Source: an optimization exercise on an open RTL-to-GDS flow (aim: small area and a short achievable clock period). Production flows keep margins and buffers that such runs may drop.
Only simulation tests tie the RTL to the original design; equivalence was not proved.
Power figures rest on the tool's default switching activity, not on a simulated workload.

[config.mk]
export PLATFORM = sky130hd
export DESIGN_NAME = commit_trace_buffer
export DESIGN_NICKNAME = commit_trace_buffer
export VERILOG_FILES = /design/flow/design.v
export SDC_FILE = /design/flow/constraint.sdc
export NUM_CORES = 4
export LEC_CHECK = 0
export CAP_MARGIN = 20
export CORE_MARGIN = 2
export CORE_UTILIZATION = 60
export SETUP_SLACK_MARGIN = 4.0
export SLEW_MARGIN = 20
export SYNTH_HIERARCHICAL = 1
export SYNTH_MINIMUM_KEEP_SIZE = 0
[constraint.sdc]
create_clock -name core_clock -period 7.0 [get_ports {clk}]
set_input_delay 1.4000 -clock core_clock [delete_from_list [all_inputs] [get_ports {clk}]]
set_output_delay 1.4000 -clock core_clock [all_outputs]
set_load 0.01 [all_outputs]
[design.v]
package mips_trace_pkg;
    localparam int TRACE_W = 167;
    typedef struct packed {
        logic [31:0] pc;
        logic [31:0] instr;
        logic        rf_we;
        logic [4:0]  rf_wa;
        logic [31:0] rf_wd;
        logic        memwrite;
        logic [31:0] dataadr;
        logic [31:0] writedata;
    } trace_entry_t;
    typedef enum logic [1:0] {
        TRIG_PC     = 2'd0,
        TRIG_MEMADR = 2'd1,
        TRIG_MANUAL = 2'd2,
        TRIG_RSVD   = 2'd3
    } trig_mode_e;
    typedef enum logic [1:0] {
        ST_IDLE  = 2'd0,
        ST_ARMED = 2'd1,
        ST_POST  = 2'd2,
        ST_DONE  = 2'd3
    } trace_state_e;
endpackage
module trace_ram
#(
    parameter  int DEPTH = 16
) (
    input  logic         clk,
    input  logic         i_ph,      
    input  logic         i_sh,      
    input  mips_trace_pkg::trace_entry_t i_wdata,
    input  logic [7:0]   i_rsel,    
    input  logic         i_ld,      
    input  logic         i_hold,    
    output mips_trace_pkg::trace_entry_t o_rdata
);
    localparam int W = mips_trace_pkg::TRACE_W;
    logic [W-1:0] r_mem [0:DEPTH-1];
    logic [W-1:0] r_rd;
    logic [W-1:0] w_in, w_pick;
    assign w_in = i_wdata ^ {W{i_ph}};
    logic w_shn;
    assign w_shn = ~i_sh;
    for (genvar i = 0; i < DEPTH; i++) begin : g_slot
        trace_slot u_slot (
            .clk   (clk),
            .i_sh  (i_sh),
            .i_shn (w_shn),
            .i_d   ((i == 0) ? w_in : r_mem[(i == 0) ? 0 : i-1]),
            .o_q   (r_mem[i])
        );
    end
    always_comb begin
        w_pick = '0;
        for (int j = 0; j < 8; j++)
            w_pick = w_pick | (r_mem[DEPTH-9+j] & {W{i_rsel[j]}});
    end
    always_ff @(posedge clk) begin
        r_rd <= ({W{i_ld}} & (w_pick ^ {W{i_ph}})) | ({W{i_hold}} & r_rd);
    end
    assign o_rdata = r_rd;
endmodule
module trace_slot (
    input  logic         clk,
    input  logic         i_sh,
    input  logic         i_shn,
    input  logic [mips_trace_pkg::TRACE_W-1:0] i_d,
    output logic [mips_trace_pkg::TRACE_W-1:0] o_q
);
    for (genvar b = 0; b < mips_trace_pkg::TRACE_W; b++) begin : g_bit
        trace_bit u_bit (
            .clk   (clk),
            .i_sh  (i_sh),
            .i_shn (i_shn),
            .i_d   (i_d[b]),
            .o_q   (o_q[b])
        );
    end
endmodule
module trace_bit (
    input  logic clk,
    input  logic i_sh,
    input  logic i_shn,
    input  logic i_d,
    output logic o_q
);
    always_ff @(posedge clk)
        o_q <= ~((o_q | i_sh) & (i_d | i_shn));
endmodule
module commit_trace_buffer
#(
    parameter  int DEPTH = 16,
    parameter  int POST  = 8,
    parameter  int CNT_W = 32,
    localparam int AW    = $clog2(DEPTH)
) (
    input  logic             clk,
    input  logic             reset,
    input  logic             arm,
    input  logic             abort,
    input  logic [1:0]       trig_mode,
    input  logic [31:0]      trig_val,
    input  logic             trig_now,
    input  logic             cap_valid,
    input  logic [31:0]      pc,
    input  logic [31:0]      instr,
    input  logic             rf_we,
    input  logic [4:0]       rf_wa,
    input  logic [31:0]      rf_wd,
    input  logic             memwrite,
    input  logic [31:0]      dataadr,
    input  logic [31:0]      writedata,
    output logic             busy,
    output logic             triggered,
    output logic             done,
    output logic [AW:0]      count,
    output logic [AW-1:0]    trig_index,
    output logic [CNT_W-1:0] trig_cycles,
    output logic             rd_valid,
    input  logic             rd_ready,
    output mips_trace_pkg::trace_entry_t     rd_data,
    output logic             rd_last
);
    localparam logic [AW:0] FULL = (AW+1)'(DEPTH);
    logic             r_busy, r_post, r_done, r_ph;
    logic             w_busy_nxt, w_post_nxt, w_done_nxt;
    logic [AW-1:0]    r_wr_ptr, r_trig_slot, r_post_cnt, r_trig_index;
    logic [AW-1:0]    w_wr_ptr_nxt, w_trig_slot_nxt, w_post_cnt_nxt, w_trig_index_nxt;
    logic [AW:0]      r_count, r_rd_idx, w_count_nxt, w_rd_idx_nxt;
    logic             r_triggered, w_triggered_nxt;
    logic [CNT_W-1:0] r_trig_cycles, w_trig_cycles_nxt;
    logic             r_rd_valid, r_rd_last, w_rd_valid_nxt, w_rd_last_nxt;
    mips_trace_pkg::trig_mode_e   w_mode;
    mips_trace_pkg::trace_entry_t w_entry;
    logic w_hit, w_armed, w_arm_ok, w_capture, w_fire, w_beat, w_last_cap;
    logic w_sh, w_full_nxt, w_ld_first, w_ld_next, w_ld_same;
    logic [AW-1:0] w_ti_fire, w_ti_cap;
    logic [7:0]  w_rsel;
    assign w_mode  = mips_trace_pkg::trig_mode_e'(trig_mode);
    assign w_entry = {pc, instr, rf_we, rf_wa, rf_wd, memwrite, dataadr,
                      writedata};
    always_comb begin
        w_hit = 1'b0;
        unique case (w_mode)
            mips_trace_pkg::TRIG_PC:     w_hit = (pc == trig_val);
            mips_trace_pkg::TRIG_MEMADR: w_hit = memwrite && (dataadr == trig_val);
            mips_trace_pkg::TRIG_MANUAL: w_hit = trig_now;
            default:     w_hit = 1'b0;
        endcase
    end
    assign w_armed    = r_busy && !r_post;
    assign w_beat     = r_rd_valid && rd_ready;
    assign w_arm_ok   = !abort && !r_busy && arm;
    assign w_capture  = !abort && r_busy && cap_valid;
    assign w_fire     = w_capture && w_armed && w_hit;
    assign w_last_cap = w_capture && r_post && r_post_cnt == AW'(1);
    always_comb begin
        w_busy_nxt = r_busy;
        w_post_nxt = r_post;
        w_done_nxt = r_done;
        if (abort) begin
            w_busy_nxt = 1'b0;
            w_post_nxt = 1'b0;
            w_done_nxt = 1'b0;
        end else if (w_arm_ok) begin
            w_busy_nxt = 1'b1;
            w_post_nxt = 1'b0;
            w_done_nxt = 1'b0;
        end else if (w_fire) begin
            w_post_nxt = 1'b1;
        end else if (w_last_cap) begin
            w_busy_nxt = 1'b0;
            w_post_nxt = 1'b0;
            w_done_nxt = 1'b1;
        end else if (r_done && w_beat && r_rd_last) begin
            w_done_nxt = 1'b0;
        end
    end
    always_comb begin
        w_wr_ptr_nxt      = r_wr_ptr;
        w_count_nxt       = r_count;
        w_triggered_nxt   = r_triggered;
        w_trig_cycles_nxt = r_trig_cycles;
        w_trig_slot_nxt   = r_trig_slot;
        w_post_cnt_nxt    = r_post_cnt;
        w_rd_idx_nxt      = r_rd_idx;
        if (w_arm_ok) begin
            w_wr_ptr_nxt      = '0;
            w_count_nxt       = '0;
            w_triggered_nxt   = 1'b0;
            w_trig_cycles_nxt = '0;
            w_trig_slot_nxt   = '0;
            w_post_cnt_nxt    = '0;
            w_rd_idx_nxt      = '0;
        end else begin
            if (w_armed && !abort && r_trig_cycles != '1)
                w_trig_cycles_nxt = r_trig_cycles + CNT_W'(1);
            if (w_capture) begin
                w_wr_ptr_nxt = r_wr_ptr + AW'(1);
                if (r_count != FULL) w_count_nxt = r_count + (AW+1)'(1);
            end
            if (w_fire) begin
                w_triggered_nxt = 1'b1;
                w_trig_slot_nxt = r_wr_ptr;
                w_post_cnt_nxt  = AW'(POST);
            end else if (w_capture && r_post) begin
                w_post_cnt_nxt = r_post_cnt - AW'(1);
            end
            if (w_beat) w_rd_idx_nxt = r_rd_idx + (AW+1)'(1);
        end
    end
    assign w_full_nxt = r_count >= (AW+1)'(DEPTH-1);
    assign w_ti_fire  = w_full_nxt ? AW'(DEPTH-1) : r_wr_ptr;
    assign w_ti_cap   = r_trig_slot - (w_full_nxt ? r_wr_ptr + AW'(1) : '0);
    always_comb begin
        if (w_arm_ok)       w_trig_index_nxt = '0;
        else if (w_fire)    w_trig_index_nxt = w_ti_fire;
        else if (w_capture) w_trig_index_nxt = w_ti_cap;
        else                w_trig_index_nxt = r_trig_index;
    end
    assign w_ld_first = w_last_cap;
    assign w_ld_next  = w_beat && !r_rd_last && !abort && !arm;
    assign w_ld_same  = r_rd_valid && !rd_ready && !abort && !arm;
    assign w_rd_valid_nxt = w_ld_first || w_ld_next || w_ld_same;
    assign w_rd_last_nxt  = (w_ld_next && (r_rd_idx + (AW+1)'(2) == r_count)) ||
                            (w_ld_same && r_rd_last);
    always_comb begin
        for (int j = 0; j < 8; j++)
            w_rsel[j] = (r_post && r_count != FULL) ? (r_count == (AW+1)'(DEPTH-8+j))
                                                    : (r_count == (AW+1)'(DEPTH-7+j));
    end
    always_ff @(posedge clk or negedge reset) begin
        if (!reset) begin
            r_busy        <= 1'b0;
            r_post        <= 1'b0;
            r_done        <= 1'b0;
            r_ph          <= 1'b0;
            r_wr_ptr      <= '0;
            r_count       <= '0;
            r_triggered   <= 1'b0;
            r_trig_cycles <= '0;
            r_trig_slot   <= '0;
            r_post_cnt    <= '0;
            r_rd_idx      <= '0;
            r_trig_index  <= '0;
            r_rd_valid    <= 1'b0;
            r_rd_last     <= 1'b0;
        end else begin
            r_busy        <= w_busy_nxt;
            r_post        <= w_post_nxt;
            r_done        <= w_done_nxt;
            r_ph          <= !r_ph;
            r_wr_ptr      <= w_wr_ptr_nxt;
            r_count       <= w_count_nxt;
            r_triggered   <= w_triggered_nxt;
            r_trig_cycles <= w_trig_cycles_nxt;
            r_trig_slot   <= w_trig_slot_nxt;
            r_post_cnt    <= w_post_cnt_nxt;
            r_rd_idx      <= w_rd_idx_nxt;
            r_trig_index  <= w_trig_index_nxt;
            r_rd_valid    <= w_rd_valid_nxt;
            r_rd_last     <= w_rd_last_nxt;
        end
    end
    assign w_sh = w_capture || w_beat;
    trace_ram #(.DEPTH(DEPTH)) u_ram (
        .clk     (clk),
        .i_ph    (r_ph),
        .i_sh    (w_sh),
        .i_wdata (w_entry),
        .i_rsel  (w_rsel),
        .i_ld    (w_ld_first || w_ld_next),
        .i_hold  (w_ld_same),
        .o_rdata (rd_data)
    );
    assign busy        = r_busy;
    assign done        = r_done;
    assign triggered   = r_triggered;
    assign count       = r_count;
    assign trig_cycles = r_trig_cycles;
    assign trig_index  = r_trig_index;
    assign rd_valid    = r_rd_valid;
    assign rd_last     = r_rd_last;
endmodule
[flow/run.sh]
#!/bin/bash
# Standard layout, with plain buffers (not delay cells) on the ports and a
# clock tree of fewer, larger leaf clusters without dummy loads.
set -euo pipefail
export BUFFER_PORTS_ARGS="-buffer_cell sky130_fd_sc_hd__buf_2"
export CTS_ARGS="-sink_clustering_enable -repair_clock_nets -dont_use_dummy_load -buf_list sky130_fd_sc_hd__clkbuf_16 -sink_clustering_size 25 -sink_clustering_max_diameter 70"
bash standard.sh > standard.log 2>&1
[standard.sh]
#!/bin/bash
# synth_recipe.tcl (not shown) runs the flow's synth.tcl, then flattens the netlist and writes it again
# the make line also repeats each setting of config.mk as NAME=value (left out here)
make -C /OpenROAD-flow-scripts/flow DESIGN_CONFIG=/design/flow/config.mk WORK_HOME=/design/flow/orfs CLKGATE_MAP_FILE= SYNTH_SCRIPT=/design/flow/synth_recipe.tcl "${@:-finish}"
==> impl_metrics.py, run 1 <==
metrics = {
    "sta": {
        "final-setup-viol-count": 0,
        "fmax_mhz": 336.2,
        "rsz0062_at_grt": "true",
        "tightestPinTransition_ns": 1.067,
        "period_minus_slack_ns": 2.974,
        "setup_slack_ns": 4.026,
        "relSlewSlack_pct": 28.90,
        "finalCritPeriodShare_pct": 42.49,
        "report.final.slew_viol_count": 0,
        "fin_setup_tns_ns": 0,
        "fin_worst_skew_ns": 0.04986,
        "final-hold-violation-count": 0,
    },
    "die": {
        "die-width_um": 382.1,
        "fp-row-count": 138,
        "die_y_um": 382.1,
        "die_area_mm2": 0.1460,
        "initial_utilization_pct": 60.49,
        "core-area_mm2": 0.1418,
        "io_pins": 421,
    },
    "synthesis": {
        "yosys.area_share.xor_xnor_pct": 2.768,
        "synth_top_family_by_area": "compound AO/OA/AOI/OAI gates",
        "synthTopCellsByArea": "dfxtp_1 62%, o22ai_1 18%, a22oi_1 5.8%",
        "yosysTopAreaCell": "dfxtp_1",
        "synth-seq-cells": 2737,
        "netlist_instances": 7402,
        "avgSynthCellArea_um2": 11.59,
        "synth_ff_type": "dfxtp_1",
        "synth_mux_area_share_pct": 0.09484,
        "synthArstFlopShare_pct": 2.375,
        "syn_nets": 7625,
        "seq_area_frac_synth_pct": 64.27,
        "syn-cell-area_mm2": 0.08575,
        "yosysMostFrequentCell": "dfxtp_1",
        "synth_top_area_share_pct": 62.38,
        "yosysWarnings": 10,
        "synth_compound_area_share_pct": 27.93,
        "ys_types": 62,
        "synth_edf_count": 0,
        "synth_common_cells": "2672 x dfxtp_1, 2506 x o22ai_1, 664 x a22oi_1, 237 x xor2_1, 214 x nand2_1",
        "synth_fa_ha_area_share_pct": 0.2276,
        "synth-simple-area-share_pct": 3.306,
    },
    "worst_setup_path": {
        "worstPathRequired_ns": 7.65,
        "worstSetupStartpointType": "input port",
        "crit_type": "in -> reg",
        "timing.rr.end": "u_ram.r_rd[44]",
        "worst_ep_arrival_time_ns": 3.62,
        "crit_start": "abort",
        "r2r_start": "r_count[0]",
        "crit_path_end_kind": "flop",
        "r2r_slack_ns": 4.03,
        "worstPathMaxFanout": 31,
        "r2r_cells": 11,
    },
    "hold_path": {
        "hp-class": "reg -> reg",
        "min_from": "u_ram.g_slot[0].u_slot.g_bit[117].u_bit.o_q",
        "hold_end": "u_ram.g_slot[1].u_slot.g_bit[117].u_bit.o_q",
        "hold_path_depth": 1,
    },
    "grt": {
        "grt_pass1_vias": 60880,
        "grt_remaining_overflow": 0,
        "grtUsageMet3_pct": 4.481,
        "grt_pass1_wl_um": 345200,
        "antenna_found_initial": 8,
        "grt-busiest-layer": "met2",
        "grt_max_degree": 235,
        "grtUsageTotal_pct": 29.28,
        "grt_use_met1_pct": 42.26,
        "grtUsageMet2_pct": 46.02,
    },
    "finish": {
        "fillCellCount": 11050,
        "drive_gt1_share_pct": 9.673,
        "stdcell_area_mm2": 0.09532,
        "syn_to_final_growth_pct": 11.16,
        "nets": 8082,
        "fin_util_pct": 67.24,
    },
    "cts": {
        "numCtsBuffers": 141,
        "cts_tree": "built",
        "clk_path_buf_depth": 3,
        "insertion_delay_ns": 0.77,
        "numClockSinks": 2737,
        "htreeDepth": 4,
        "post_cts_hold_buffer_count": 0,
        "cts.clk_slew.worst_paths_ns": 0.08,
        "cts-root-buf": "clkbuf_16",
    },
    "routing": {
        "wl_um": 229900,
        "drtPass1Iterations": 6,
        "drc": 0,
        "wl_per_cell_um": 23.59,
        "ant_nets": 0,
        "via_per_inst": 6.780,
        "first_iter_violations": 5782,
        "vias": 66090,
    },
    "placed_design": {
        "place_ws_ns": 2.410,
        "dp_hpwl_um": 115000,
        "routabilityCongestion": 0.8781,
        "place_area_mm2": 0.09020,
        "numPortBuffers": 420,
    },
    "power": {
        "powerDensity_mw_per_mm2": 424.9,
        "ir_worst_vdd_mv": 0.3079,
        "leakage_nw": 34.88,
    },
    "job": {
        "cap_violations": 0,
    },
    "status": {
        "status": "no timing/DRC/antenna violations",
    },
}
-- final cells by class --
cell class	instances	area (um2)	share of cell area [%]
antenna	1	2.502	0.002625
clock buffer	141	3528	3.702
inverter	20	103.9	0.1089
multi-input combinational	4411	29780	31.24
sequential	2737	55130	57.84
tap	1890	2365	2.481
timing repair buffer	547	4402	4.618
timing repair inverter	1	11.26	0.01181
-- cells by family (layout without fill, tap and decap cells) --
group                    count (synthesis)  count (layout)
adder cells (fa/ha/maj)                 15              15
buffers and inverters                  263             709
AND/OR/NAND/NOR                        546             555
XOR/XNOR                               271             271
flip-flops                            2737            2737
multiplexers                             8               8
AO/OA/AOI/OAI                         3562            3562
other                                    0               1
-- report_power, final --
| group | switching, W | internal, W |
|---|---|---|
| sequential | 0.00437 | 0.0223 |
| combinational | 0.00221 | 0.00339 |
| clock | 0.00467 | 0.00360 |
| total | 0.0113 | 0.0292 |
-- how the worst max path moves through the flow --
stage	to	slack (ns)	cells past startpoint
floorplan	u_ram.g_slot[0].u_slot.g_bit[0].u_bit.o_q	-82.33	5
global placement	u_ram.r_rd[37]	2.50	10
detailed placement	u_ram.r_rd[100]	2.41	10
CTS	r_trig_index[2]	3.86	10
global route	u_ram.r_rd[123]	3.95	11
finish	u_ram.r_rd[58]	4.03	12
-- per-module statistics from Yosys, one instance, submodules excluded, excerpt --
module	flip-flops and latches	times used	area, um2
trace_bit	1	2505	26.28
commit_trace_buffer	65	1	4434
-- layout by cell type, fill, tap and decap left out, types with 17 or more instances in the layout --
| master | synthesis | final |
|---|---|---|
| a41o_1 | 166 | 166 |
| clkbuf_16 | 0 | 149 |
| nand4_1 | 182 | 182 |
| inv_1 | 20 | 18 |
| buf_12 | 0 | 32 |
| o22ai_1 | 2506 | 2505 |
| nor2_1 | 46 | 40 |
| nand3_1 | 25 | 25 |
| xnor2_1 | 34 | 33 |
| buf_2 | 152 | 420 |
| o21ai_0 | 18 | 17 |
| buf_16 | 0 | 26 |
| buf_4 | 1 | 38 |
| a22oi_1 | 664 | 664 |
| nor4_1 | 20 | 17 |
| dfxtp_1 | 2672 | 2671 |
| o211ai_1 | 167 | 167 |
| nand2_1 | 214 | 209 |
| xor2_1 | 237 | 237 |
| dfrtp_1 | 65 | 59 |
-- state kept, by name (all words and copies together), names as in the netlist --
signal	count
r_post	1
r_rd_idx	5
r_done	1
r_post_cnt	4
u_ram.g_slot.u_slot.g_bit.u_bit.o_q	2505
u_ram.r_rd	167
r_ph	1
r_busy	1
r_rd_last	1
r_count	5
r_trig_slot	4
r_wr_ptr	4
r_trig_index	4
r_trig_cycles	32
r_triggered	1
r_rd_valid	1
-- critical path, cell delays in order --
cell and delay (ns):
buf_2 0.16, inv_4 0.09, and3_4 0.19, nand2_2 0.08, or4b_4 0.57, o41ai_2 0.08
buf_6 0.21, nand2b_4 0.06, buf_12 0.16, buf_16 0.25, a41o_1 0.24, o211ai_1 0.08
-- metrics by stage --
step	hold WS, ns	std cells	power (W)
2_1_floorplan	0.3955	7402	0.03045
4_1_cts	0.3953	9716	0.04045
3_3_place_gp	0.4166	9535	0.03170
5_1_grt	0.4194	9747	0.04260
3_5_place_dp	0.4233	9535	0.03225
6_report	0.4017	9748	0.04050
-- metal layers --
metal	part of all wire [%]	wire, um	vias up
met3	6.5	14870	345
met4	2.5	5813	6
li1	-	-	31220
met5	0.015	34	-
met2	45	104000	1889
met1	46	105300	32630
-- repair_timing --
item	4_1_cts	5_1_grt
pin swaps	5	10
setup buffers	18	17
gates cloned	22	14
setup endpoints to repair	2145	2291
gates resized for setup	60	44
==> inputs of run 2 (changes only) <==
--- a/design.v
+++ b/design.v
@@ -134,2 +134,3 @@
     logic             r_rd_valid, r_rd_last, w_rd_valid_nxt, w_rd_last_nxt;
+    logic             r_post_last, r_rd_more;
     mips_trace_pkg::trig_mode_e   w_mode;
@@ -157,3 +158,3 @@
     assign w_fire     = w_capture && w_armed && w_hit;
-    assign w_last_cap = w_capture && r_post && r_post_cnt == AW'(1);
+    assign w_last_cap = !abort && cap_valid && r_post_last;
     always_comb begin
@@ -223,3 +224,3 @@
     assign w_ld_first = w_last_cap;
-    assign w_ld_next  = w_beat && !r_rd_last && !abort && !arm;
+    assign w_ld_next  = r_rd_more && rd_ready && !abort && !arm;
     assign w_ld_same  = r_rd_valid && !rd_ready && !abort && !arm;
@@ -249,2 +250,4 @@
             r_rd_last     <= 1'b0;
+            r_post_last   <= 1'b0;
+            r_rd_more     <= 1'b0;
         end else begin
@@ -264,2 +267,4 @@
             r_rd_last     <= w_rd_last_nxt;
+            r_post_last   <= w_post_nxt && w_post_cnt_nxt == AW'(1);
+            r_rd_more     <= w_rd_valid_nxt && !w_rd_last_nxt;
         end
==> impl_metrics.py, run 2 <==
metrics = {
    "status": {
        "status": "no timing/DRC/antenna violations",
    },
    "cts": {
        "cts.clk_slew.worst_paths_ns": 0.10,
        "numClockSinks": 2739,
        "htreeDepth": 4,
        "numCtsBuffers": 140,
        "clk_path_buf_depth": 3,
        "insertion_delay_ns": 0.77,
        "cts_tree": "built",
        "cts-root-buf": "clkbuf_16",
    },
    "routing": {
        "ant_nets": 0,
        "drtPass1Iterations": 6,
        "wl_um": 217300,
        "drc": 0,
        "via_per_inst": 6.697,
        "wl_per_cell_um": 22.31,
        "vias": 65240,
        "first_iter_violations": 5380,
    },
    "sta": {
        "finalCritPeriodShare_pct": 44.25,
        "report.final.slew_viol_count": 0,
        "fin_setup_tns_ns": 0,
        "fmax_mhz": 322.9,
        "period_minus_slack_ns": 3.097,
        "fin_worst_skew_ns": 0.03859,
        "final-setup-viol-count": 0,
        "holdWs_ns": 0.4138,
        "final-hold-violation-count": 0,
        "rsz0062_at_grt": "true",
        "relSlewSlack_pct": 32.50,
        "tightestPinTransition_ns": 1.012,
    },
    "synthesis": {
        "seq_area_frac_synth_pct": 64.36,
        "synthTopCellsByArea": "dfxtp_1 62%, o22ai_1 18%, a22oi_1 5.8%",
        "synth_edf_count": 0,
        "syn_nets": 7617,
        "synth_top_area_share_pct": 62.40,
        "ys_types": 62,
        "yosysMostFrequentCell": "dfxtp_1",
        "synth_ff_type": "dfxtp_1",
        "yosysWarnings": 10,
        "synth_common_cells": "2672 x dfxtp_1, 2507 x o22ai_1, 664 x a22oi_1, 242 x xor2_1, 201 x nand2_1",
        "synthArstFlopShare_pct": 2.446,
        "netlist_instances": 7395,
        "synth-seq-cells": 2739,
        "avgSynthCellArea_um2": 11.59,
        "yosysTopAreaCell": "dfxtp_1",
        "syn-cell-area_mm2": 0.08572,
    },
    "finish": {
        "multi_input_area_mm2": 0.02994,
        "top_register": "u_ram.g_slot.u_slot.g_bit.u_bit.o_q",
        "stdcell_area_mm2": 0.09514,
        "antenna_cells": 0,
        "fillCellCount": 11060,
        "final_cell_count_no_fill": 9741,
        "largest_register_ffs": 2505,
        "top_regs": "u_ram.g_slot.u_slot.g_bit.u_bit.o_q (2505), u_ram.r_rd (167), r_trig_cycles (32)",
        "layout_commonest_cell": "dfxtp_1",
        "syn_to_final_growth_pct": 10.98,
        "drive_gt1_share_pct": 10.28,
        "nets": 8075,
        "regArea_mm2": 0.05518,
        "final_cell_mix": "2672 x dfxtp_1, 2507 x o22ai_1, 607 x a22oi_1, 420 x buf_2, 242 x xor2_1",
    },
    "grt": {
        "antenna_found_initial": 6,
        "grt_pass1_wl_um": 334200,
        "grt_max_degree": 216,
        "grtUsageTotal_pct": 28.19,
        "grt_remaining_overflow": 0,
        "grt_pass1_vias": 59820,
    },
    "die": {
        "initial_utilization_pct": 60.47,
        "io_pins": 421,
        "core-area_mm2": 0.1418,
        "die-width_um": 382.0,
        "die_y_um": 382.0,
        "die_area_mm2": 0.1459,
        "fp-row-count": 138,
    },
    "placed_design": {
        "placedCellCount": 9550,
        "dp_hpwl_um": 117200,
        "routabilityCongestion": 0.8857,
        "numPortBuffers": 420,
        "place_area_mm2": 0.09039,
    },
    "power": {
        "clockPowerShare_pct": 20.2,
        "power.total_w": 0.04051,
        "pwr-share-seq_pct": 66.0,
        "leakage_nw": 34.81,
        "ir_worst_vdd_mv": 0.2743,
        "p_int_w": 0.02931,
        "powerDensity_mw_per_mm2": 425.8,
        "power_frac_comb_pct": 13.8,
        "p_sw_share_pct": 27.64,
        "switching_power_w": 0.01120,
    },
    "worst_setup_path": {
        "crit_path_end_kind": "flop",
        "worstPathRequired_ns": 7.66,
        "worstPathMaxFanout": 96,
        "crit_type": "reg -> reg",
        "worst_ep_arrival_time_ns": 3.76,
        "worstSetupStartpointType": "flop",
    },
    "hold_path": {
        "hp-class": "reg -> reg",
    },
    "job": {
        "cap_violations": 0,
    },
}
[run 2: cell count changes in the layout (fill, tap and decap cells not counted), moves of 6 or more]
cell,previous run,this run
buf_16,26,12
and3_1,4,15
nand2_1,209,196
buf_12,32,41
nand3_1,25,35
a22oi_1,664,607
buf_4,38,59
a22oi_2,0,57
clkbuf_16,149,142
nor2b_1,1,8
or3_1,8,2
[run 2: area by class of cell]
cell class	instances	area share (%)
clock buffer	140	3.682
inverter	18	0.08811
multi-input combinational	4399	31.46
sequential	2739	58.00
tap	1890	2.486
timing repair buffer	554	4.270
timing repair inverter	1	0.009206
[run 2: critical path, cell delays in order, from the launching register on]
cell and delay (ns):
dfrtp_2 0.44, inv_1 0.10, ha_2 0.20, nor4b_4 0.30, nand2b_4 0.26, mux2i_2 0.29, nor2_4 0.07, buf_12 0.21
a22o_1 0.33, o41a_1 0.41, a221o_1 0.26
[run 2: per-layer routing]
layer	global-route usage [%]	wire length (um)	up-vias
met5	0	0	-
met4	8.151	5618	0
met3	4.229	12740	335
met2	44.05	98390	1702
met1	40.67	100600	32020
li1	-	-	31190
[run 2: what timing repair did]
item                       in CTS  in global routing
cloned                         11                  5
hold buffers                    0                  0
setup buffers                  25                 10
resized for setup              43                 90
pin swaps                       7                  6
setup endpoints to repair    2690               1073
[run 2: cell families after synthesis]
logic type               count (synthesis)  share of synthesized area [%]
AO/OA/AOI/OAI                         3557                          27.94
XOR/XNOR                               273                          2.789
adder cells (fa/ha/maj)                 14                         0.2131
buffers and inverters                  262                          1.391
flip-flops                            2739                          64.36
multiplexers                             6                        0.07152
AND/OR/NAND/NOR                        544                          3.240
[run 2: path summary, 6_finish.rpt]
kind | from | end | cells past startpoint | slack, ns
worst max-delay path | r_count[0] | u_ram.r_rd[165] | 10 | 3.90
min in group asynchronous | reset | r_trig_cycles[30] | 2 | 0.80
worst max register to register | r_count[0] | u_ram.r_rd[165] | 10 | 3.90
worst min-delay path | u_ram.g_slot[5].u_slot.g_bit[49].u_bit.o_q | u_ram.g_slot[6].u_slot.g_bit[49].u_bit.o_q | 1 | 0.41
worst min register to register | u_ram.g_slot[5].u_slot.g_bit[49].u_bit.o_q | u_ram.g_slot[6].u_slot.g_bit[49].u_bit.o_q | 1 | 0.41
max in group asynchronous | reset | r_count[2] | 2 | 5.53
[run 2: through the flow]
step	worst slack, ns	util (%)
floorplan	-82.42	-
global placement	2.458	63.76
CTS	3.964	66.70
finish	3.903	67.11
global route	3.860	67.11
detailed placement	2.449	63.76
[run 2: per-module statistics from Yosys (local to each module, per instance), excerpt]
module	cells inside	flops+latches	times used	area (um2)
trace_bit	2	1	2505	26.28
commit_trace_buffer	485	67	1	4403
[run 2: power by group through the flow]
stage	logic (W)	registers [W]	clock network (W)
floorplan	0.00465	0.0259	0
finish	0.00561	0.0267	0.00818
global route	0.00625	0.0275	0.00892
CTS	0.00557	0.0265	0.00838
detailed placement	0.00549	0.0268	0
global placement	0.00515	0.0266	0
==> inputs of run 3 (changes only) <==
--- a/design.v
+++ b/design.v
@@ -140,3 +140,3 @@
     logic [AW-1:0] w_ti_fire, w_ti_cap;
-    logic [7:0]  w_rsel;
+    logic [7:0]  r_rsel, w_rsel_nxt;
     assign w_mode  = mips_trace_pkg::trig_mode_e'(trig_mode);
@@ -231,4 +231,5 @@
         for (int j = 0; j < 8; j++)
-            w_rsel[j] = (r_post && r_count != FULL) ? (r_count == (AW+1)'(DEPTH-8+j))
-                                                    : (r_count == (AW+1)'(DEPTH-7+j));
+            w_rsel_nxt[j] = (w_post_nxt && w_count_nxt != FULL)
+                            ? (w_count_nxt == (AW+1)'(DEPTH-8+j))
+                            : (w_count_nxt == (AW+1)'(DEPTH-7+j));
     end
@@ -252,2 +253,3 @@
             r_rd_more     <= 1'b0;
+            r_rsel        <= '0;
         end else begin
@@ -269,2 +271,3 @@
             r_rd_more     <= w_rd_valid_nxt && !w_rd_last_nxt;
+            r_rsel        <= w_rsel_nxt;
         end
@@ -277,3 +280,3 @@
         .i_wdata (w_entry),
-        .i_rsel  (w_rsel),
+        .i_rsel  (r_rsel),
         .i_ld    (w_ld_first || w_ld_next),
--- a/config.mk
+++ b/config.mk
@@ -9,4 +9,4 @@
 export CORE_MARGIN = 2
-export CORE_UTILIZATION = 60
-export SETUP_SLACK_MARGIN = 4.0
+export CORE_UTILIZATION = 70
+export SETUP_SLACK_MARGIN = 4.4
 export SLEW_MARGIN = 20
==> impl_metrics.py, run 3 <==
metrics = {
    "placed_design": {
        "dp_hpwl_um": 119000,
        "placedCellCount": 9319,
        "numPortBuffers": 420,
        "place_area_mm2": 0.09027,
        "routabilityCongestion": 0.9057,
    },
    "synthesis": {
        "yosysMostFrequentCell": "dfxtp_1",
        "netlist_instances": 7446,
        "synth_top_area_share_pct": 62.02,
        "synth_edf_count": 0,
        "synth_ff_type": "dfxtp_1",
        "synth_common_cells": "2672 x dfxtp_1, 2506 x o22ai_1, 664 x a22oi_1, 222 x nand2_1, 199 x xor2_1",
        "avgSynthCellArea_um2": 11.58,
        "yosysTopAreaCell": "dfxtp_1",
        "synthArstFlopShare_pct": 2.730,
        "syn_nets": 7666,
        "synthTopCellsByArea": "dfxtp_1 62%, o22ai_1 18%, a22oi_1 5.8%",
        "syn-cell-area_mm2": 0.08626,
        "synth-seq-cells": 2747,
        "ys_types": 73,
        "yosysWarnings": 10,
        "seq_area_frac_synth_pct": 64.19,
    },
    "sta": {
        "final-hold-violation-count": 0,
        "relSlewSlack_pct": 32.65,
        "rsz0062_at_grt": "true",
        "period_minus_slack_ns": 2.836,
        "fmax_mhz": 352.6,
        "fin_setup_tns_ns": 0,
        "report.final.slew_viol_count": 0,
        "finalCritPeriodShare_pct": 40.52,
        "tightestPinTransition_ns": 1.010,
        "final-setup-viol-count": 0,
        "fin_worst_skew_ns": 0.05112,
    },
    "routing": {
        "ant_nets": 0,
        "vias": 69000,
        "drtPass1Iterations": 8,
        "wl_per_cell_um": 24.51,
        "wl_um": 235600,
        "first_iter_violations": 7740,
        "via_per_inst": 7.179,
        "drc": 0,
    },
    "worst_setup_path": {
        "worst-path-buf-inv": 1,
        "timing.rr.end": "r_trig_index[3]",
        "worstSetupStartpointType": "input port",
        "cp_num_cells": 7,
        "crit_path_end_kind": "flop",
        "worstPathRequired_ns": 7.65,
        "worstPathMaxFanout": 3,
        "r2r_cells": 14,
        "crit_type": "in -> reg",
        "crit_start": "dataadr[30]",
        "path_delay_family": "simple AND/OR/NAND/NOR gates",
        "max_stage_delay_ns": 0.64,
        "slowest_stage": "or4_4",
        "r2r_start": "r_count[1]",
        "crit_chain": "buf_2, xor2_1, nor4_1, nand4b_1, or4_4, o21ai_4, mux2_4",
        "r2r_slack_ns": 4.38,
        "crit_path_end": "r_trig_slot[0]",
        "worst_ep_arrival_time_ns": 3.49,
    },
    "cts": {
        "clk_path_buf_depth": 3,
        "cts-root-buf": "clkbuf_16",
        "post_cts_hold_buffer_count": 0,
        "insertion_delay_ns": 0.79,
        "htreeDepth": 4,
        "cts_tree": "built",
        "cts.clk_slew.worst_paths_ns": 0.09,
        "numClockSinks": 2747,
        "numCtsBuffers": 136,
    },
    "finish": {
        "largest_register_ffs": 2505,
        "layout_commonest_cell": "o22ai_1",
        "top_register": "u_ram.g_slot.u_slot.g_bit.u_bit.o_q",
        "syn_to_final_growth_pct": 13.38,
        "nets": 8202,
        "top_regs": "u_ram.g_slot.u_slot.g_bit.u_bit.o_q (2505), u_ram.r_rd (167), r_trig_cycles (32)",
        "stdcell_area_mm2": 0.09780,
        "final_cell_count_no_fill": 9611,
        "final_cell_mix": "2506 x o22ai_1, 2505 x dfxtp_1, 664 x a22oi_1, 216 x nand2_1, 208 x buf_6",
        "drive_gt1_share_pct": 13.12,
    },
    "die": {
        "die_y_um": 355.0,
        "fp-row-count": 128,
        "io_pins": 421,
        "initial_utilization_pct": 70.68,
        "die-width_um": 355.0,
        "core-area_mm2": 0.1220,
        "die_area_mm2": 0.1260,
    },
    "power": {
        "p_sw_share_pct": 28.66,
        "ir_worst_vdd_mv": 0.3433,
        "leakage_nw": 35.84,
        "powerDensity_mw_per_mm2": 433.5,
        "p_int_w": 0.03025,
        "pwr-share-seq_pct": 66.0,
        "switching_power_w": 0.01215,
        "clockPowerShare_pct": 19.1,
        "power_frac_comb_pct": 14.9,
    },
    "grt": {
        "antenna_found_initial": 7,
        "grt_remaining_overflow": 0,
        "grt_pass1_vias": 63650,
        "grtUsageTotal_pct": 34.79,
        "grt_pass1_wl_um": 353300,
        "grt_max_degree": 232,
    },
    "status": {
        "status": "no timing/DRC/antenna violations",
    },
    "job": {
        "cap_violations": 0,
    },
    "hold_path": {
        "hp-class": "reg -> reg",
    },
}
## run 3: cell count changes after synthesis, sizes merged, moves of 8 or more
| cell | change |
|---|---|
| xor2 | -43 |
| xnor2 | +40 |
| nand2 | +22 |
| nand3 | -14 |
| nor3 | +11 |
| o21ai | +10 |
| and3 | -9 |
| dfrtp | +8 |
| nor2 | -8 |
## run 3: power by group through the flow
stage	Combinational (W)	Sequential [W]	Clock, W
CTS	0.00619	0.0277	0.00817
floorplan	0.00509	0.0269	0
global placement	0.00554	0.0276	0
finish	0.00631	0.0280	0.00811
global route	0.00695	0.0287	0.00873
detailed placement	0.00598	0.0280	0
## run 3: what timing repair did
action,in CTS,in global routing
gates resized for setup,596,81
cloned,26,6
endpoints found under the setup margin,2910,2629
setup buffers,83,35
pin swaps,43,20
## run 3: routing by layer
layer  vias up  part of all wire [%]  GRT usage (%)  wire length (um)
met5         -                0.0098              0                23
met4         4                   4.5          15.59             10590
met3       645                   8.9          7.056             20920
met2      2998                    46          54.50            108900
met1     33790                    40          46.89             95180
li1      31560                     -              -                 -
## run 3: through the flow
stage	setup WS [ns]	hold WS (ns)	utilization, %	total power [W]
CTS	4.190	0.3678	79.56	0.04206
detailed placement	2.518	0.4241	73.97	0.03398
floorplan	-82.58	0.3955	-	0.03197
global route	4.132	0.3735	80.13	0.04437
global placement	2.594	0.4158	73.95	0.03316
finish	4.164	0.3672	80.14	0.04240
## run 3: cells by family (layout without fill, tap and decap cells)
group / after synthesis / count (layout) / share of synthesized area, %
and+or+nand+nor: 558 / 563 / 3.371
adders and majority gates: 12 / 12 / 0.1828
buffers and inverters: 262 / 791 / 1.387
AOI/OAI and AO/OA: 3582 / 3582 / 27.94
muxes: 14 / 14 / 0.1654
xor gates and xnor gates: 271 / 271 / 2.768
other: 0 / 6 / 0
DFF: 2747 / 2747 / 64.19
## run 3: worst reg2reg max path, stage by stage (launching register included)
cell and delay (ns):
dfrtp_2 0.42, buf_4 0.14, buf_4 0.14, ha_4 0.15, and3_1 0.17, ha_1 0.18
nor2_2 0.10, nand2_1 0.11, nand2_2 0.11, ha_4 0.20, a21o_1 0.18, a21oi_2 0.12
xnor3_1 0.14, o21ai_1 0.07, mux2_4 0.27
## run 3: modules after synthesis, one instance, submodules excluded, a selection
module | cells | flip-flops and latches | times used
trace_bit | 2 | 1 | 2505
commit_trace_buffer | 536 | 75 | 1
## run 3: area by class of cell
type,instances,area (um2)
diodes,6,15.01
clock buffers,136,3403
fillers,7527,24240
inverters,18,93.84
multi-input cells,4442,30180
flip-flops and latches,2747,55700
well taps,1625,2033
repair buffers,635,6361
repair inverters,2,17.52
## run 3: how the worst min path moves through the flow
| stage | start | end | slack (ns) | depth (start not counted) |
|---|---|---|---|---|
| final | u_ram.g_slot[2].u_slot.g_bit[110].u_bit.o_q | u_ram.g_slot[3].u_slot.g_bit[110].u_bit.o_q | 0.37 | 1 |
| after floorplan | r_ph | r_ph | 0.40 | 1 |
| after detailed placement | u_ram.g_slot[2].u_slot.g_bit[49].u_bit.o_q | u_ram.g_slot[3].u_slot.g_bit[49].u_bit.o_q | 0.42 | 1 |
| after CTS | u_ram.g_slot[2].u_slot.g_bit[110].u_bit.o_q | u_ram.g_slot[3].u_slot.g_bit[110].u_bit.o_q | 0.37 | 1 |
| after global routing | u_ram.g_slot[2].u_slot.g_bit[110].u_bit.o_q | u_ram.g_slot[3].u_slot.g_bit[110].u_bit.o_q | 0.37 | 1 |
| after global placement | u_ram.g_slot[6].u_slot.g_bit[151].u_bit.o_q | u_ram.g_slot[7].u_slot.g_bit[151].u_bit.o_q | 0.42 | 1 |
==> inputs of run 4 (changes only) <==
--- a/design.v
+++ b/design.v
@@ -30,2 +30,3 @@
     input  logic         clk,
+    input  logic         reset,     
     input  logic         i_ph,      
@@ -59,4 +60,5 @@
     end
-    always_ff @(posedge clk) begin
-        r_rd <= ({W{i_ld}} & (w_pick ^ {W{i_ph}})) | ({W{i_hold}} & r_rd);
+    always_ff @(posedge clk or negedge reset) begin
+        if (!reset) r_rd <= '0;
+        else        r_rd <= ({W{i_ld}} & (w_pick ^ {W{i_ph}})) | ({W{i_hold}} & r_rd);
     end
@@ -231,3 +233,3 @@
         for (int j = 0; j < 8; j++)
-            w_rsel_nxt[j] = (w_post_nxt && w_count_nxt != FULL)
+            w_rsel_nxt[j] = (w_busy_nxt && w_count_nxt != FULL)
                             ? (w_count_nxt == (AW+1)'(DEPTH-8+j))
@@ -269,3 +271,4 @@
             r_rd_last     <= w_rd_last_nxt;
-            r_post_last   <= w_post_nxt && w_post_cnt_nxt == AW'(1);
+            r_post_last   <= r_post && !abort &&
+                             r_post_cnt == (cap_valid ? AW'(2) : AW'(1));
             r_rd_more     <= w_rd_valid_nxt && !w_rd_last_nxt;
@@ -277,2 +280,3 @@
         .clk     (clk),
+        .reset   (reset),
         .i_ph    (r_ph),
--- a/config.mk
+++ b/config.mk
@@ -9,3 +9,3 @@
 export CORE_MARGIN = 2
-export CORE_UTILIZATION = 70
+export CORE_UTILIZATION = 75
 export SETUP_SLACK_MARGIN = 4.4
==> impl_metrics.py, run 4 <==
metrics = {
    "placed_design": {
        "numPortBuffers": 420,
        "dp_hpwl_um": 115900,
        "place_ws_ns": 2.545,
        "placedCellCount": 9164,
        "routabilityCongestion": 0.8430,
    },
    "synthesis": {
        "syn_nets": 7617,
        "synth_common_cells": "2505 x dfxtp_1, 2505 x o22ai_1, 664 x a22oi_1, 255 x xor2_1, 242 x dfrtp_1",
        "yosysWarnings": 10,
        "synthArstFlopShare_pct": 8.810,
        "syn-cell-area_mm2": 0.08682,
        "synth_ff_type": "dfxtp_1",
        "synthTopCellsByArea": "dfxtp_1 58%, o22ai_1 18%, dfrtp_1 7.0%",
        "avgSynthCellArea_um2": 11.74,
        "ys_types": 65,
        "netlist_instances": 7397,
        "yosysTopAreaCell": "dfxtp_1",
        "synth_top_area_share_pct": 57.76,
        "seq_area_frac_synth_pct": 64.74,
        "synth-seq-cells": 2747,
        "synth_edf_count": 0,
    },
    "job": {
        "cap_violations": 0,
    },
    "worst_setup_path": {
        "slowest_stage": "nor3_4",
        "crit_type": "in -> reg",
        "max_stage_delay_ns": 0.46,
        "path_delay_family": "simple AND/OR/NAND/NOR gates",
        "worstPathMaxFanout": 4,
        "worst-path-buf-inv": 2,
        "crit_chain": "buf_2, xor2_1, nor4_2, nand4_1, nor3_4, a311oi_4, buf_12, a211oi_4, xnor2_2, nor3_2",
        "crit_path_end_kind": "flop",
        "worstSetupStartpointType": "input port",
        "cp_num_cells": 10,
        "worst_ep_arrival_time_ns": 3.96,
        "r2r_cells": 11,
        "worstPathRequired_ns": 7.67,
    },
    "finish": {
        "nets": 8225,
        "final_cell_count_no_fill": 9518,
        "final_cell_mix": "2505 x o22ai_1, 2505 x dfxtp_1, 664 x a22oi_1, 299 x buf_2, 247 x xor2_1",
        "fillCellCount": 5847,
        "drive_gt1_share_pct": 12.23,
        "fin_util_pct": 85.71,
        "top_regs": "u_ram.g_slot.u_slot.g_bit.u_bit.o_q (2505), u_ram.r_rd (167), r_trig_cycles (32)",
        "syn_to_final_growth_pct": 13.04,
        "top_register": "u_ram.g_slot.u_slot.g_bit.u_bit.o_q",
        "largest_register_ffs": 2505,
    },
    "die": {
        "die_area_mm2": 0.1185,
        "io_pins": 421,
        "die-width_um": 344.2,
        "fp-row-count": 124,
        "die_y_um": 344.2,
        "initial_utilization_pct": 75.82,
        "core-area_mm2": 0.1145,
    },
    "power": {
        "power_frac_comb_pct": 12.9,
        "clockPowerShare_pct": 20.7,
        "switching_power_w": 0.01097,
        "p_int_w": 0.02819,
        "leakage_nw": 36.79,
        "ir_worst_vdd_mv": 0.3212,
        "powerDensity_mw_per_mm2": 399.1,
        "p_sw_share_pct": 28.02,
        "pwr-share-seq_pct": 66.4,
    },
    "sta": {
        "report.final.slew_viol_count": 0,
        "final-setup-viol-count": 0,
        "relSlewSlack_pct": 26.25,
        "fmax_mhz": 303.4,
        "setup_slack_ns": 3.704,
        "final-hold-violation-count": 0,
        "finalCritPeriodShare_pct": 47.08,
        "fin_setup_tns_ns": 0,
        "period_minus_slack_ns": 3.296,
        "rsz0062_at_grt": "true",
        "fin_worst_skew_ns": 0.03748,
        "tightestPinTransition_ns": 1.106,
        "holdWs_ns": 0.4073,
    },
    "cts": {
        "post_cts_hold_buffer_count": 0,
        "cts-root-buf": "clkbuf_16",
        "cts_tree": "built",
        "numClockSinks": 2747,
        "insertion_delay_ns": 0.78,
        "cts.clk_slew.worst_paths_ns": 0.10,
        "numCtsBuffers": 134,
        "htreeDepth": 4,
        "clk_path_buf_depth": 3,
    },
    "hold_path": {
        "hold_path_depth": 1,
        "hp-class": "reg -> reg",
    },
    "grt": {
        "grt_remaining_overflow": 0,
        "grt-busiest-layer": "met2",
        "antenna_found_initial": 9,
        "grtUsageMet3_pct": 8.477,
        "grt_pass1_wl_um": 366500,
        "grt_max_degree": 143,
        "grtUsageTotal_pct": 38.62,
        "grt_use_met1_pct": 52.46,
        "grt_pass1_vias": 66330,
        "grtUsageMet2_pct": 59.94,
    },
    "routing": {
        "first_iter_violations": 9339,
        "wl_per_cell_um": 26.55,
        "ant_nets": 0,
        "drc": 0,
        "vias": 71990,
        "wl_um": 252700,
        "drtPass1Iterations": 10,
        "via_per_inst": 7.563,
    },
    "status": {
        "status": "no timing/DRC/antenna violations",
    },
}
## run 4: cell count changes after synthesis, sizes merged, moves of 6 or more
cell   previous run  this run
or4               8         2
mux2i            12         5
dfxtp          2672      2505
o21ai            26        10
dfrtp            75       242
xor2            199       255
nor2             43        56
xnor2            71        25
nand2           223       200
## run 4: what timing repair did
| item | in CTS | in global routing |
|---|---|---|
| cloned | 32 | 12 |
| resized for setup | 262 | 131 |
| pin swaps | 24 | 25 |
| endpoints found under the hold margin | 0 | 0 |
| setup buffers | 116 | 57 |
| endpoints found under the setup margin | 2921 | 1392 |
## run 4: per-layer routing
layer	part of all wire, %	vias to the layer above
met5	0.074	-
met4	4.6	18
met3	11	924
met2	46	4358
met1	39	35220
li1	-	31470
## run 4: modules after synthesis, one instance, submodules excluded, excerpt
module               cells  flip-flops and latches  copies in the design  cell area [um2]
trace_bit                2                       1                  2505            26.28
commit_trace_buffer    487                      75                     1             4662
## run 4: per-stage QoR
step                total power [W]  cell area [um2]
floorplan                   0.02898            86840
finish                      0.03916            98140
global placement            0.02995            90750
detailed placement          0.03068            90750
global route                0.04069            98130
CTS                         0.03864            96850
## run 4: path summary, 6_finish.rpt
| check | startpoint | to | slack (ns) |
|---|---|---|---|
| setup / recovery | trig_val[19] | r_rsel[6] | 3.70 |
| hold / removal | u_ram.g_slot[6].u_slot.g_bit[67].u_bit.o_q | u_ram.g_slot[7].u_slot.g_bit[67].u_bit.o_q | 0.41 |
| setup reg to reg | r_count[1] | r_rsel[3] | 4.05 |
| hold reg to reg | u_ram.g_slot[6].u_slot.g_bit[67].u_bit.o_q | u_ram.g_slot[7].u_slot.g_bit[67].u_bit.o_q | 0.41 |
| max in group asynchronous | reset | r_rsel[6] | 4.91 |
| min in group asynchronous | reset | u_ram.r_rd[150] | 0.53 |
## run 4: cell type report
cell class	instances	area, um2	area share (%)
well taps	1512	1892	1.928
repair buffers	704	6528	6.651
inverters	22	108.9	0.1109
flip-flops and latches	2747	56300	57.36
multi-input cells	4394	29930	30.50
repair inverters	2	20.02	0.02040
diodes	3	7.507	0.007650
clock buffers	134	3353	3.417
## run 4: kinds of logic after synthesis
group                    Yosys count  share of synthesized area (%)
AO/OA/AOI/OAI                   3556                          27.61
flip-flops                      2747                          64.74
AND/OR/NAND/NOR                  537                          3.221
XOR/XNOR                         280                          2.825
buffers and inverters            260                          1.371
adder cells (fa/ha/maj)           12                         0.1816
multiplexers                       5                        0.05765
## run 4: power groups by stage
stage	clock (W)	sequential (W)	combinational, W
2_1_floorplan	0	0.0250	0.00400
3_5_place_dp	0	0.0259	0.00475
6_report	0.00810	0.0260	0.00506
4_1_cts	0.00808	0.0257	0.00488
5_1_grt	0.00863	0.0266	0.00551
3_3_place_gp	0	0.0256	0.00436
==> inputs of run 5 (changes only) <==
--- a/config.mk
+++ b/config.mk
@@ -9,4 +9,4 @@
 export CORE_MARGIN = 2
-export CORE_UTILIZATION = 75
-export SETUP_SLACK_MARGIN = 4.4
+export CORE_UTILIZATION = 70
+export SETUP_SLACK_MARGIN = 4.6
 export SLEW_MARGIN = 20
==> impl_metrics.py, run 5 <==
metrics = {
    "finish": {
        "multi_input_area_mm2": 0.02989,
        "final_cell_mix": "2505 x o22ai_1, 2505 x dfxtp_1, 664 x a22oi_1, 306 x buf_2, 251 x xor2_1",
        "top_register": "u_ram.g_slot.u_slot.g_bit.u_bit.o_q",
        "fillCellCount": 7440,
        "regArea_mm2": 0.05629,
        "syn_to_final_growth_pct": 14.69,
        "nets": 8280,
        "largest_register_ffs": 2505,
        "drive_gt1_share_pct": 12.68,
        "top_regs": "u_ram.g_slot.u_slot.g_bit.u_bit.o_q (2505), u_ram.r_rd (167), r_trig_cycles (32)",
    },
    "sta": {
        "period_minus_slack_ns": 2.958,
        "fin_worst_skew_ns": 0.03692,
        "final-hold-violation-count": 0,
        "report.final.slew_viol_count": 0,
        "rsz0062_at_grt": "true",
        "setup_slack_ns": 4.042,
        "tightestPinTransition_ns": 0.9439,
        "finalCritPeriodShare_pct": 42.25,
        "fmax_mhz": 338.1,
        "fin_setup_tns_ns": 0,
        "relSlewSlack_pct": 37.07,
        "final-setup-viol-count": 0,
    },
    "placed_design": {
        "numPortBuffers": 420,
        "dp_hpwl_um": 115500,
        "place_ws_ns": 2.513,
        "routabilityCongestion": 0.8478,
    },
    "worst_setup_path": {
        "worst_ep_arrival_time_ns": 3.64,
        "worstPathMaxFanout": 4,
        "crit_path_end_kind": "flop",
        "r2r_start": "r_count[1]",
        "worstSetupStartpointType": "input port",
        "timing.rr.end": "r_trig_index[3]",
        "crit_type": "in -> reg",
        "r2r_cells": 14,
        "worstPathRequired_ns": 7.68,
        "r2r_slack_ns": 4.13,
    },
    "die": {
        "io_pins": 421,
        "core-area_mm2": 0.1233,
        "initial_utilization_pct": 70.40,
        "die-width_um": 356.2,
        "fp-row-count": 129,
        "die_y_um": 356.2,
        "die_area_mm2": 0.1269,
    },
    "hold_path": {
        "hp-class": "reg -> reg",
        "hold_path_depth": 1,
        "min_from": "u_ram.g_slot[4].u_slot.g_bit[125].u_bit.o_q",
        "hold_end": "u_ram.g_slot[5].u_slot.g_bit[125].u_bit.o_q",
    },
    "power": {
        "power_frac_comb_pct": 12.8,
        "p_int_w": 0.02826,
        "p_sw_share_pct": 27.63,
        "powerDensity_mw_per_mm2": 392.2,
        "ir_worst_vdd_mv": 0.3182,
        "leakage_nw": 37.45,
        "switching_power_w": 0.01079,
        "clockPowerShare_pct": 21.0,
        "pwr-share-seq_pct": 66.2,
    },
    "synthesis": {
        "synthArstFlopShare_pct": 8.810,
        "syn_nets": 7617,
        "synth_edf_count": 0,
        "seq_area_frac_synth_pct": 64.74,
        "yosysTopAreaCell": "dfxtp_1",
        "synth-seq-cells": 2747,
        "avgSynthCellArea_um2": 11.74,
        "netlist_instances": 7397,
        "synth_common_cells": "2505 x dfxtp_1, 2505 x o22ai_1, 664 x a22oi_1, 255 x xor2_1, 242 x dfrtp_1",
        "yosysWarnings": 10,
        "synth_top_area_share_pct": 57.76,
        "syn-cell-area_mm2": 0.08682,
        "synth_ff_type": "dfxtp_1",
        "synthTopCellsByArea": "dfxtp_1 58%, o22ai_1 18%, dfrtp_1 7.0%",
        "ys_types": 65,
    },
    "routing": {
        "drc": 0,
        "via_per_inst": 7.352,
        "wl_per_cell_um": 26.69,
        "wl_um": 258800,
        "ant_nets": 0,
        "vias": 71300,
        "drtPass1Iterations": 6,
        "first_iter_violations": 8417,
    },
    "grt": {
        "antenna_found_initial": 10,
        "grt-busiest-layer": "met2",
        "grt_max_degree": 131,
        "grt_pass1_wl_um": 368200,
        "grtUsageTotal_pct": 36.34,
        "grtUsageMet2_pct": 55.95,
        "grtUsageMet3_pct": 8.552,
        "grt_remaining_overflow": 0,
        "grt_pass1_vias": 65110,
        "grt_use_met1_pct": 50.03,
    },
    "cts": {
        "insertion_delay_ns": 0.80,
        "clk_path_buf_depth": 3,
        "cts_tree": "built",
        "htreeDepth": 4,
        "cts-root-buf": "clkbuf_16",
        "post_cts_hold_buffer_count": 0,
        "numCtsBuffers": 136,
        "numClockSinks": 2747,
        "cts.clk_slew.worst_paths_ns": 0.10,
    },
    "status": {
        "status": "no timing/DRC/antenna violations",
    },
    "job": {
        "cap_violations": 0,
    },
}
run 5: layout make-up:
class	instances	share of cell area (%)
Sequential cell	2747	56.54
Multi-Input combinational cell	4398	30.02
Timing Repair Buffer	750	7.782
Clock buffer	136	3.418
Tap cell	1637	2.057
Inverter	22	0.1093
Timing Repair inverter	5	0.06534
Antenna cell	3	0.007540
run 5: cell families after synthesis:
group	synth area share, %
muxes	0.05765
adders and majority gates	0.1816
DFF	64.74
xor gates and xnor gates	2.825
AOI/OAI and AO/OA	27.61
buffers and inverters	1.371
and+or+nand+nor	3.221
run 5: what timing repair did:
item,4_1_cts,5_1_grt
buffers inserted,118,68
gates cloned,54,37
pin swaps,20,21
setup endpoints to repair,2935,2755
gates resized for setup,320,105
run 5: through the flow:
step | hold slack [ns] | total power [W] | cells | utilization, % | area (um2)
global placement | 0.4165 | 0.02998 | 9282 | 73.65 | 90820
floorplan | 0.3955 | 0.02898 | 7397 | - | 86840
CTS | 0.4214 | 0.03864 | 9590 | 79.34 | 97840
finish | 0.4178 | 0.03905 | 9698 | 80.75 | 99570
global route | 0.4440 | 0.04071 | 9698 | 80.75 | 99570
detailed placement | 0.4245 | 0.03059 | 9282 | 73.65 | 90820
run 5: worst max path at each step:
stage / slack [ns] / cells past startpoint / endpoint / startpoint
finish: 4.04 / 11 / r_rsel[1] / trig_val[8]
global route: 3.95 / 9 / r_rsel[1] / abort
CTS: 4.13 / 1 / rd_data[115] / u_ram.r_rd[115]
detailed placement: 2.51 / 6 / u_ram.g_slot[8].u_slot.g_bit[83].u_bit.o_q / abort
global placement: 2.62 / 6 / u_ram.g_slot[7].u_slot.g_bit[83].u_bit.o_q / abort
floorplan: -79.35 / 5 / u_ram.g_slot[6].u_slot.g_bit[91].u_bit.o_q / abort
run 5: power groups by stage:
stage / Sequential (W) / Combinational (W) / Clock [W]
after global placement: 0.0256 / 0.00436 / 0
after detailed placement: 0.0259 / 0.00471 / 0
final: 0.0259 / 0.00500 / 0.00819
after floorplan: 0.0250 / 0.00400 / 0
after CTS: 0.0256 / 0.00485 / 0.00819
after global routing: 0.0264 / 0.00549 / 0.00879
run 5: per-module statistics from Yosys, one instance, submodules excluded, a selection:
module / cells inside / copies in the design
commit_trace_buffer: 487 / 1
trace_bit: 2 / 2505
run 5: routing by layer:
metal	share of wire [%]	wire [um]
met1	40	103100
met2	45	117300
met3	11	27390
met4	4.2	10980
met5	0.025	64
run 5: critical path: stages:
cell and delay [ns]:
buf_8 0.10, xor2_2 0.18, nor4_4 0.41, nand4_1 0.23, nor4_4 0.24, a311oi_4 0.09
buf_12 0.17, buf_6 0.12, a211oi_4 0.33, mux2i_2 0.27, nor2_1 0.09
==> inputs of run 6 (changes only) <==
--- a/design.v
+++ b/design.v
@@ -231,7 +231,22 @@
                             (w_ld_same && r_rd_last);
-    always_comb begin
+    function automatic logic [7:0] sel_busy(input logic [AW:0] c);
+        for (int j = 0; j < 8; j++)
+            sel_busy[j] = (c != FULL) ? (c == (AW+1)'(DEPTH-8+j))
+                                      : (c == (AW+1)'(DEPTH-7+j));
+    endfunction
+    function automatic logic [7:0] sel_done(input logic [AW:0] c);
         for (int j = 0; j < 8; j++)
-            w_rsel_nxt[j] = (w_busy_nxt && w_count_nxt != FULL)
-                            ? (w_count_nxt == (AW+1)'(DEPTH-8+j))
-                            : (w_count_nxt == (AW+1)'(DEPTH-7+j));
+            sel_done[j] = c == (AW+1)'(DEPTH-7+j);
+    endfunction
+    logic [AW:0] w_count_inc;
+    logic [7:0]  w_rsel_cap, w_rsel_busy, w_rsel_done;
+    assign w_count_inc = (r_count == FULL) ? FULL : r_count + (AW+1)'(1);
+    assign w_rsel_cap  = r_post_last ? sel_done(w_count_inc) : sel_busy(w_count_inc);
+    assign w_rsel_busy = sel_busy(r_count);
+    assign w_rsel_done = sel_done(r_count);
+    always_comb begin
+        if (w_arm_ok)                 w_rsel_nxt = '0;
+        else if (w_capture)           w_rsel_nxt = w_rsel_cap;
+        else if (r_busy && !abort)    w_rsel_nxt = w_rsel_busy;
+        else                          w_rsel_nxt = w_rsel_done;
     end
==> impl_metrics.py, run 6 <==
metrics = {
    "die": {
        "die_y_um": 357.1,
        "core-area_mm2": 0.1236,
        "io_pins": 421,
        "die_area_mm2": 0.1275,
        "fp-row-count": 129,
        "die-width_um": 357.1,
        "initial_utilization_pct": 70.58,
    },
    "sta": {
        "period_minus_slack_ns": 2.829,
        "fin_setup_tns_ns": 0,
        "fin_worst_skew_ns": 0.04873,
        "fmax_mhz": 353.5,
        "report.final.slew_viol_count": 0,
        "relSlewSlack_pct": 38.58,
        "finalCritPeriodShare_pct": 40.42,
        "final-hold-violation-count": 0,
        "tightestPinTransition_ns": 0.9212,
        "final-setup-viol-count": 0,
        "rsz0062_at_grt": "true",
    },
    "worst_setup_path": {
        "crit_path_end_kind": "primary output",
        "worstPathMaxFanout": 2,
        "crit_chain": "buf_6",
        "worstPathRequired_ns": 5.60,
        "worst_ep_arrival_time_ns": 1.43,
        "path_delay_family": "flip-flops",
        "max_stage_delay_ns": 0.49,
        "worst-path-buf-inv": 1,
        "slowest_stage": "dfrtp_2",
        "crit_type": "reg -> out",
        "worstSetupStartpointType": "flop",
    },
    "synthesis": {
        "netlist_instances": 7502,
        "synthTopCellsByArea": "dfxtp_1 57%, o22ai_1 18%, dfrtp_1 6.9%",
        "syn_nets": 7724,
        "synth_top_area_share_pct": 57.46,
        "yosysWarnings": 10,
        "avgSynthCellArea_um2": 11.63,
        "synth-seq-cells": 2747,
        "synth_ff_type": "dfxtp_1",
        "synthArstFlopShare_pct": 8.810,
        "ys_types": 63,
        "seq_area_frac_synth_pct": 64.40,
        "syn-cell-area_mm2": 0.08727,
        "synth_edf_count": 0,
        "yosysTopAreaCell": "dfxtp_1",
        "synth_common_cells": "2505 x dfxtp_1, 2505 x o22ai_1, 664 x a22oi_1, 242 x dfrtp_1, 231 x nand2_1",
    },
    "placed_design": {
        "dp_hpwl_um": 117700,
        "placedCellCount": 9378,
        "routabilityCongestion": 0.8722,
        "numPortBuffers": 420,
    },
    "routing": {
        "ant_nets": 0,
        "drtPass1Iterations": 7,
        "vias": 71700,
        "via_per_inst": 7.316,
        "wl_um": 252600,
        "wl_per_cell_um": 25.77,
        "drc": 0,
        "first_iter_violations": 8843,
    },
    "finish": {
        "top_regs": "u_ram.g_slot.u_slot.g_bit.u_bit.o_q (2505), u_ram.r_rd (167), r_trig_cycles (32)",
        "nets": 8386,
        "final_cell_mix": "2505 x o22ai_1, 2505 x dfxtp_1, 664 x a22oi_1, 289 x buf_2, 222 x nand2_1",
        "largest_register_ffs": 2505,
        "top_register": "u_ram.g_slot.u_slot.g_bit.u_bit.o_q",
        "syn_to_final_growth_pct": 14.96,
        "fillCellCount": 7423,
        "final_cell_count_no_fill": 9801,
        "drive_gt1_share_pct": 12.69,
    },
    "cts": {
        "numCtsBuffers": 136,
        "htreeDepth": 4,
        "numClockSinks": 2747,
        "cts-root-buf": "clkbuf_16",
        "clk_path_buf_depth": 3,
        "cts.clk_slew.worst_paths_ns": 0.09,
        "cts_tree": "built",
        "insertion_delay_ns": 0.80,
    },
    "grt": {
        "grt_pass1_wl_um": 376100,
        "grt_max_degree": 160,
        "grt_remaining_overflow": 0,
        "grtUsageTotal_pct": 37.09,
        "antenna_found_initial": 6,
        "grt_pass1_vias": 66530,
    },
    "power": {
        "power.total_w": 0.03942,
        "ir_worst_vdd_mv": 0.3493,
        "powerDensity_mw_per_mm2": 392.9,
        "leakage_nw": 37.83,
    },
    "job": {
        "cap_violations": 0,
    },
    "hold_path": {
        "hp-class": "reg -> reg",
    },
    "status": {
        "status": "no timing/DRC/antenna violations",
    },
}
run 6: changes by cell type in the layout (fill, tap and decap cells not counted), sizes merged, moves of 18 or more:
cell	change
bufbuf	+20
buf	+18
xnor2	+56
nand2	+30
xor2	-67
clkbuf	-28
run 6: path summary, 6_finish.rpt:
path	startpoint	endpoint	slack, ns	cells after the start
worst min register to register	u_ram.g_slot[2].u_slot.g_bit[113].u_bit.o_q	u_ram.g_slot[3].u_slot.g_bit[113].u_bit.o_q	0.37	1
min in group asynchronous	reset	u_ram.r_rd[125]	0.66	1
worst max-delay path	u_ram.r_rd[23]	rd_data[23]	4.17	1
worst min-delay path	u_ram.g_slot[2].u_slot.g_bit[113].u_bit.o_q	u_ram.g_slot[3].u_slot.g_bit[113].u_bit.o_q	0.37	1
max in group asynchronous	reset	r_trig_cycles[11]	4.91	2
worst max register to register	r_count[1]	r_trig_index[3]	4.24	17
run 6: layout make-up:
type / instances / area (um2) / area share (%)
sequential: 2747 / 56280 / 56.10
multi-input combinational: 4497 / 30550 / 30.45
timing repair buffer: 760 / 7923 / 7.897
clock buffer: 136 / 3403 / 3.392
tap: 1637 / 2048 / 2.042
inverter: 19 / 90.09 / 0.08979
timing repair inverter: 3 / 26.28 / 0.02619
antenna: 2 / 5.005 / 0.004989
run 6: what timing repair did:
item	in CTS	in global routing
hold buffers	0	0
endpoints found under the hold margin	0	0
cloned	66	4
pin swaps	22	40
setup buffers	142	73
endpoints found under the setup margin	2917	640
resized for setup	311	143
run 6: modules after synthesis (local to each module, per instance), a selection:
| module | flops+latches | cell area, um2 |
|---|---|---|
| commit_trace_buffer | 75 | 5111 |
| trace_bit | 1 | 26.28 |
run 6: logic make-up (layout without fill, tap and decap cells):
logic type                 after synthesis  after routing  synth area share, %
AOI/OAI and AO/OA                     3588           3588                27.67
xor gates and xnor gates               269            269                2.700
adders and majority gates               14             14               0.2093
buffers and inverters                  267            918                1.388
DFF                                   2747           2747                64.40
muxes                                    8              8              0.09320
other                                    0              2                    0
and+or+nand+nor                        609            618                3.539
run 6: metrics by stage:
stage	hold slack [ns]	utilization [%]	area (um2)	setup WS, ns
finish	0.3746	81.15	100300	4.171
global route	0.3850	81.15	100300	4.122
CTS	0.3750	80.12	99060	4.145
detailed placement	0.4227	73.89	91350	2.347
global placement	0.4160	73.89	91350	2.445
floorplan	0.3955	-	87290	-82.41
run 6: layer usage:
metal | wire length (um) | vias to the layer above | track usage, %
met1 | 101500 | 35290 | 50.21
met4 | 13350 | 4 | 17.79
met2 | 115600 | 3490 | 58.26
li1 | - | 32110 | -
met3 | 22110 | 811 | 6.398
met5 | 25 | - | 0
run 6: power by group:
group | total [W] | internal, W | switching (W) | leakage [nW]
Combinational | 0.00547 | 0.00325 | 0.00222 | 11.7
Sequential | 0.0258 | 0.0217 | 0.00411 | 24.5
Clock | 0.00816 | 0.00348 | 0.00468 | 1.68

==> static timing again, ports no longer ideal <==
How much do the figures lean on ideal ports? The routed layouts below were timed once more, with nothing changed but the port constraints.
Step 1 sets driving cells, clkbuf_16 on the clock port and buf_2 on the other inputs (assumed; they add their load-dependent delay and slew).
Step 2 moves the port delays by t, midway between the first and last clock arrival at a register: inputs arrive t later, outputs are due t later. That takes back most of the time a late clock gives input paths.
Three values: ideal, step 1, step 2; two values: the first two.
| run | t (ns) | slack for setup (ns) | slew at the worst register clock pin (ns) | worst data-port slew with drivers (ns) | pins driven straight from the clock port |
|---|---|---|---|---|---|
| run 1 | 0.836 | 4.026 / 3.946 / 3.253 | 0.10 / 0.10 | 0.13 | 1 |
| run 2 | 0.836 | 3.903 / 3.903 / 3.252 | 0.10 / 0.10 | 0.11 | 1 |
| run 3 | 0.849 | 4.164 / 4.130 / 3.371 | 0.10 / 0.10 | 0.12 | 1 |
| run 4 | 0.841 | 3.704 / 3.758 / 2.917 | 0.10 / 0.10 | 0.12 | 1 |
| run 5 | 0.871 | 4.042 / 4.063 / 3.203 | 0.10 / 0.10 | 0.13 | 1 |
| run 6 | 0.858 | 4.171 / 4.088 / 3.594 | 0.10 / 0.10 | 0.11 | 1 |
After both steps setup and hold are still met in every run listed. The setup slack of run 5, which loses most, moves by +0.021 ns with the drivers and by -0.839 ns with both steps.
